Source: an optimization exercise on an open RTL-to-GDS flow (aim: small area, a short achievable clock period and few clock cycles). Production flows keep margins and buffers that such runs may drop.
The RTL was checked by simulation tests, not by an equivalence proof against the original design.

File: flow/run.sh
#!/bin/bash
# synth_recipe.tcl (not shown) runs the flow's synth.tcl, then flattens the netlist and writes it again
# the make line also repeats each setting of config.mk as NAME=value (left out here)
make -C /OpenROAD-flow-scripts/flow DESIGN_CONFIG=/design/flow/config.mk WORK_HOME=/design/flow/orfs CLKGATE_MAP_FILE= SYNTH_SCRIPT=/design/flow/synth_recipe.tcl finish
File: flow/design.v
module mdu_sequencer (
    input  logic        clk,
    input  logic        rst,
    input  logic        startE,
    input  logic        mulOrdivE,
    input  logic        mdIsSignE,
    input  logic [31:0] srcaE,
    input  logic [31:0] srcbE,
    input  logic        flushE,
    input  logic        advE,
    output logic        stallMdE,
    output logic        readyE,
    output logic [31:0] hiE,
    output logic [31:0] loE
);
    localparam int unsigned W  = 32;
    localparam int unsigned CW = 5;
    typedef enum logic [1:0] {
        IDLE = 2'd0,
        MUL  = 2'd1,
        DIV  = 2'd2,
        DONE = 2'd3
    } state_t;
    state_t          state_q, state_d;
    logic [CW-1:0]   cnt_q, cnt_d;
    logic [W-1:0]    a_q, a_d;
    logic [W-1:0]    b_q, b_d;
    logic            sign_q, sign_d;
    logic [W-1:0]    rem_q, rem_d;
    logic [W-1:0]    quo_q, quo_d;
    logic [W-1:0]    hi_q, hi_d;
    logic [W-1:0]    lo_q, lo_d;
    logic            ready_q, ready_d;
    logic [W-1:0]    amag_in;
    logic [W-1:0]    bmag;
    logic [W:0]      trial;
    logic [W:0]      diff;
    logic            fits;
    logic [W-1:0]    rem_nx;
    logic [W-1:0]    quo_nx;
    logic [2*W-1:0]  a_ext;
    logic [2*W-1:0]  b_ext;
    logic [2*W-1:0]  prod;
    logic            q_neg;
    logic            r_neg;
    logic [W-1:0]    quo_fix;
    logic [W-1:0]    rem_fix;
    always_comb begin
        amag_in = (mdIsSignE && srcaE[W-1]) ? ((~srcaE) + W'(1)) : srcaE;
        bmag    = (sign_q && b_q[W-1]) ? ((~b_q) + W'(1)) : b_q;
        trial   = {rem_q, quo_q[W-1]};
        diff    = trial - {1'b0, bmag};
        fits    = ~diff[W];
        rem_nx  = fits ? diff[W-1:0] : trial[W-1:0];
        quo_nx  = {quo_q[W-2:0], fits};
        a_ext   = sign_q ? {{W{a_q[W-1]}}, a_q} : {{W{1'b0}}, a_q};
        b_ext   = sign_q ? {{W{b_q[W-1]}}, b_q} : {{W{1'b0}}, b_q};
        prod    = a_ext * b_ext;
        q_neg   = sign_q & (a_q[W-1] ^ b_q[W-1]);
        r_neg   = sign_q & a_q[W-1];
        quo_fix = q_neg ? ((~quo_nx) + W'(1)) : quo_nx;
        rem_fix = r_neg ? ((~rem_nx) + W'(1)) : rem_nx;
    end
    always_comb begin
        state_d  = state_q;
        cnt_d    = cnt_q;
        a_d      = a_q;
        b_d      = b_q;
        sign_d   = sign_q;
        rem_d    = rem_q;
        quo_d    = quo_q;
        hi_d     = hi_q;
        lo_d     = lo_q;
        ready_d  = 1'b0;
        stallMdE = 1'b0;
        case (state_q)
            IDLE: begin
                stallMdE = startE & ~flushE;
                if (startE && !flushE) begin
                    a_d     = srcaE;
                    b_d     = srcbE;
                    sign_d  = mdIsSignE;
                    cnt_d   = '0;
                    rem_d   = '0;
                    quo_d   = amag_in;
                    state_d = mulOrdivE ? DIV : MUL;
                end
            end
            MUL: begin
                stallMdE = 1'b1;
                if (flushE) begin
                    state_d = IDLE;
                end else begin
                    hi_d    = prod[2*W-1:W];
                    lo_d    = prod[W-1:0];
                    ready_d = 1'b1;
                    state_d = DONE;
                end
            end
            DIV: begin
                stallMdE = 1'b1;
                if (flushE) begin
                    cnt_d   = '0;
                    state_d = IDLE;
                end else begin
                    rem_d = rem_nx;
                    quo_d = quo_nx;
                    cnt_d = CW'(cnt_q + CW'(1));
                    if (cnt_q == CW'(W - 1)) begin
                        hi_d    = rem_fix;
                        lo_d    = quo_fix;
                        cnt_d   = '0;
                        ready_d = 1'b1;
                        state_d = DONE;
                    end
                end
            end
            DONE: begin
                if (flushE || advE) begin
                    state_d = IDLE;
                end else begin
                    ready_d = 1'b1;
                end
            end
            default: begin
                state_d = IDLE;
            end
        endcase
    end
    always_ff @(posedge clk or posedge rst) begin
        if (rst) begin
            state_q <= IDLE;
            cnt_q   <= '0;
            a_q     <= '0;
            b_q     <= '0;
            sign_q  <= 1'b0;
            rem_q   <= '0;
            quo_q   <= '0;
            hi_q    <= '0;
            lo_q    <= '0;
            ready_q <= 1'b0;
        end else begin
            state_q <= state_d;
            cnt_q   <= cnt_d;
            a_q     <= a_d;
            b_q     <= b_d;
            sign_q  <= sign_d;
            rem_q   <= rem_d;
            quo_q   <= quo_d;
            hi_q    <= hi_d;
            lo_q    <= lo_d;
            ready_q <= ready_d;
        end
    end
    assign readyE = ready_q;
    assign hiE    = hi_q;
    assign loE    = lo_q;
endmodule
File: flow/config.mk
export PLATFORM = sky130hd
export DESIGN_NAME = mdu_sequencer
export DESIGN_NICKNAME = mdu_sequencer
export VERILOG_FILES = /design/flow/design.v
export SDC_FILE = /design/flow/constraint.sdc
export NUM_CORES = 4
export LEC_CHECK = 0
export CAP_MARGIN = 20
export CORE_MARGIN = 2
export CORE_UTILIZATION = 40
export SLEW_MARGIN = 20
File: flow/constraint.sdc
create_clock -name core_clock -period 11.0 [get_ports {clk}]
set_input_delay 2.2000 -clock core_clock [delete_from_list [all_inputs] [get_ports {clk}]]
set_output_delay 2.2000 -clock core_clock [all_outputs]
set_load 0.01 [all_outputs]
==> summary.txt <==
[stage by stage]
step | utilization, % | hold slack [ns] | cells
after floorplan | - | 0.465 | 6755
after global placement | 42.5 | 0.463 | 8709
after detailed placement | 42.5 | 0.469 | 8709
after CTS | 43.1 | 0.483 | 8759
after global routing | 43.1 | 0.505 | 8760
final | 43.1 | 0.477 | 8766
[cell type report]
type	count	area, um2
Inverter	1572	5910
Clock buffer	33	748
Clock inverter	17	186
Timing Repair Buffer	261	2350
Multi-Input combinational cell	4631	49400
Fill cell	15200	87300
Sequential cell	201	5050
Antenna cell	7	17.5
Tap cell	2044	2560
[placed cells by master, fill, tap and decap left out, types with 48 or more instances in the layout]
| cell type | netlist | final |
|---|---|---|
| inv_1 | 1571 | 1570 |
| fa_1 | 1420 | 1419 |
| nand2_1 | 761 | 759 |
| and2_1 | 581 | 579 |
| ha_1 | 352 | 351 |
| o21ai_0 | 232 | 231 |
| a21oi_1 | 207 | 207 |
| nor2_1 | 190 | 189 |
| dfrtp_1 | 201 | 187 |
| xnor2_1 | 155 | 155 |
| clkdlybuf4s50_1 | 0 | 136 |
| buf_4 | 0 | 121 |
| xor2_1 | 91 | 91 |
| mux2_2 | 67 | 67 |
| nor3_1 | 48 | 48 |
[kinds of logic (layout without fill, tap and decap cells)]
kind of cell,after synthesis,after routing,synth area share (%)
and+or+nand+nor,1786,1786,14.2
AOI/OAI and AO/OA,718,718,7.16
muxes,105,105,1.84
xor gates and xnor gates,246,246,3.50
buffers and inverters,1923,1883,11.7
adders and majority gates,1776,1776,53.4
DFF,201,201,8.17
other,0,7,0
[worst min-delay path: cells and delay by family, from the launching register on]
family | cells | cell delay (ns)
and+or+nand+nor | 1 | 0.05
DFF | 1 | 0.34
AOI/OAI and AO/OA | 1 | 0.06
[registers in the layout (all words and copies together) (netlist names), 2 cells and up]
signal	cells
a_q	32
b_q	32
hi_q	32
lo_q	32
quo_q	32
rem_q	32
cnt_q	5
state_q	2
[repair_timing]
action,4_1_cts,5_1_grt
hold buffers,0,0
resized for setup,0,1
endpoints found under the setup margin,0,2
[path summary, 6_finish.rpt]
check	from	endpoint	slack, ns	cells past startpoint
max	a_q[31]	hi_q[29]	0.65	30
min	hi_q[18]	hi_q[18]	0.48	2
max reg2reg	a_q[31]	hi_q[29]	0.65	30
min reg2reg	hi_q[18]	hi_q[18]	0.48	2
max in group asynchronous	rst	b_q[17]	7.37	3
min in group asynchronous	rst	rem_q[4]	2.02	2
[per-layer routing]
layer	vias to the layer above	global-route usage [%]
li1	20000	-
met1	24300	36.4
met2	1690	43.9
met3	360	4.38
met4	2	11.0
met5	-	0
==> reports/qor.csv <==
stage;metric;value;unit
route;wl_met1;86700;um
timing;finalMaxSlewViolations;0;
placement;placed_area;65200;um2
placement;hpwlAfterDp;173000;um
timing;setup_tns;0;ns
placement;place_ws;0.573;ns
route;routed.top_layer;met5;
clocking;clock-sinks;201;
clocking;cts_max_path_buffers;3;
critical_path;worst_setup_path_start_kind;flip-flop;
route;vias;46300;
synthesis;yosys_warnings;1;
global_routing;grt_antenna_before_repair;14;
route;drt_first_pass_iters;5;
timing;fin_ws;0.648;ns
clocking;cts_tree;done;
global_routing;grt_pass1_wl;319000;um
route;routed-wl-met2;96200;um
route;drcViolationCount;0;
synthesis;yosysMostFrequentCell;inv_1;
synthesis;synth_top_area_share;46.1;%
synthesis;synthTopCellsByArea;fa_1 (46%), inv_1 (9.6%), dfrtp_1 (8.2%);
synthesis;syn_area;61600;um2
critical_path;crit_arrival;10.85;ns
cells_and_area;fin_nets;8537;
timing;setup_viol;0;
floorplan;die_y;396;um
timing;period_needed;10.35;ns
timing;max_freq;96.6;MHz
critical_path;cpMostUsedCell;fa_1;
global_routing;overflow;0;
critical_path;cp_slowest_stage_delay;0.73;ns
floorplan;num_rows;144;
clocking;ctsRootBufferMaster;clkbuf_16;
synthesis;ys_ff_latch;201;
critical_path;cp_max_fo;22;
floorplan;die_area;157000;um2
timing;hold_viol;0;
worst_hold_path;hold_path.class;reg -> reg;
critical_path;crit_type;reg -> reg;
clocking;postCtsSetupBuffers;0;
synthesis;yosysSeqAreaShare;8.17;%
cells_and_area;area_delta_synth_final;7.47;%
placement;routabilityCongestion;0.940;
synthesis;synth_area_per_cell;9.12;um2
floorplan;fp.dieW;396;um
timing;fin_crit_sh;94.1;%
clocking;clkLatencyLatePin;0.63;ns
synthesis;ys_types;80;
job;cap_violations;0;
timing;max-slew-margin-rel;25.4;%
route;viasPerCell;5.29;
timing;tightest_slew;1.12;ns
clocking;clk_pin_slew_worst_paths;0.07;ns
global_routing;grt_pass1_vias;50200;
outcome;status;no timing/DRC/antenna violations;
timing;skew;0.0156;ns
global_routing;grt_max_degree;97;
cells_and_area;layout-drive-gt1-share;4.42;%
placement;port_buffers;136;
critical_path;end_kind;flip-flop;
synthesis;synth_edf_count;0;
route;wl_met3;15500;um
timing;rsz0062_at_grt;false;
synthesis;yosysTopAreaCell;fa_1;
global_routing;grt.total_usage;27.1;%
critical_path;path_buf_inv;6;
synthesis;synthesis.nets;8598;
route;first_iter_violations;3068;
clocking;htreeDepth;1;
clocking;cts_buffers;27;
route;wl;208000;um
floorplan;ios;137;
synthesis;synthArstFlopShare;100;%
synthesis;synthFlopType;dfrtp_1;
floorplan;core_area;154000;um2
synthesis;syn_inst;6755;
synthesis;ys_top_cells_by_count;inv_1 (1571), fa_1 (1420), nand2_1 (761);
floorplan;initial_core_util;40.1;%
route;ant_nets;0;
route;wl_per_cell;23.8;um
critical_path;worstPathRequired;11.50;ns
cells_and_area;fin_area;66200;um2
critical_path;path_delay_family;adder cells;
critical_path;crit_slowest_cell;fa_2;
Testbench counts, summed over its fixed seeds: cycles 147,163.

what the ideal ports hide:
In the flow no input, the clock included, has a driving cell. The finished layout below was timed again as built, in two steps. Step 1, drivers: a clkbuf_16 drives clk and a buf_2 each remaining input, both assumed. Step 2, shift: input delay + t, output delay - t, t = (earliest + latest rising clock arrival at the registers) / 2. This alone moves slack from input paths to output paths. Three values: ideal, step 1, step 2; two values: the first two.
t (ns): 0.692
setup slack, ns: 0.648 / 0.648 / 0.648
hold slack, ns: 0.477 / 0.477 / 0.477
latest minus earliest clock arrival (ns): 0.015 / 0.015
cell pins on the clock port's net: 1
After both steps setup and hold are still met in this run. For this run, drivers alone change the setup slack by 0.000 ns; drivers and shift together by 0.000 ns.
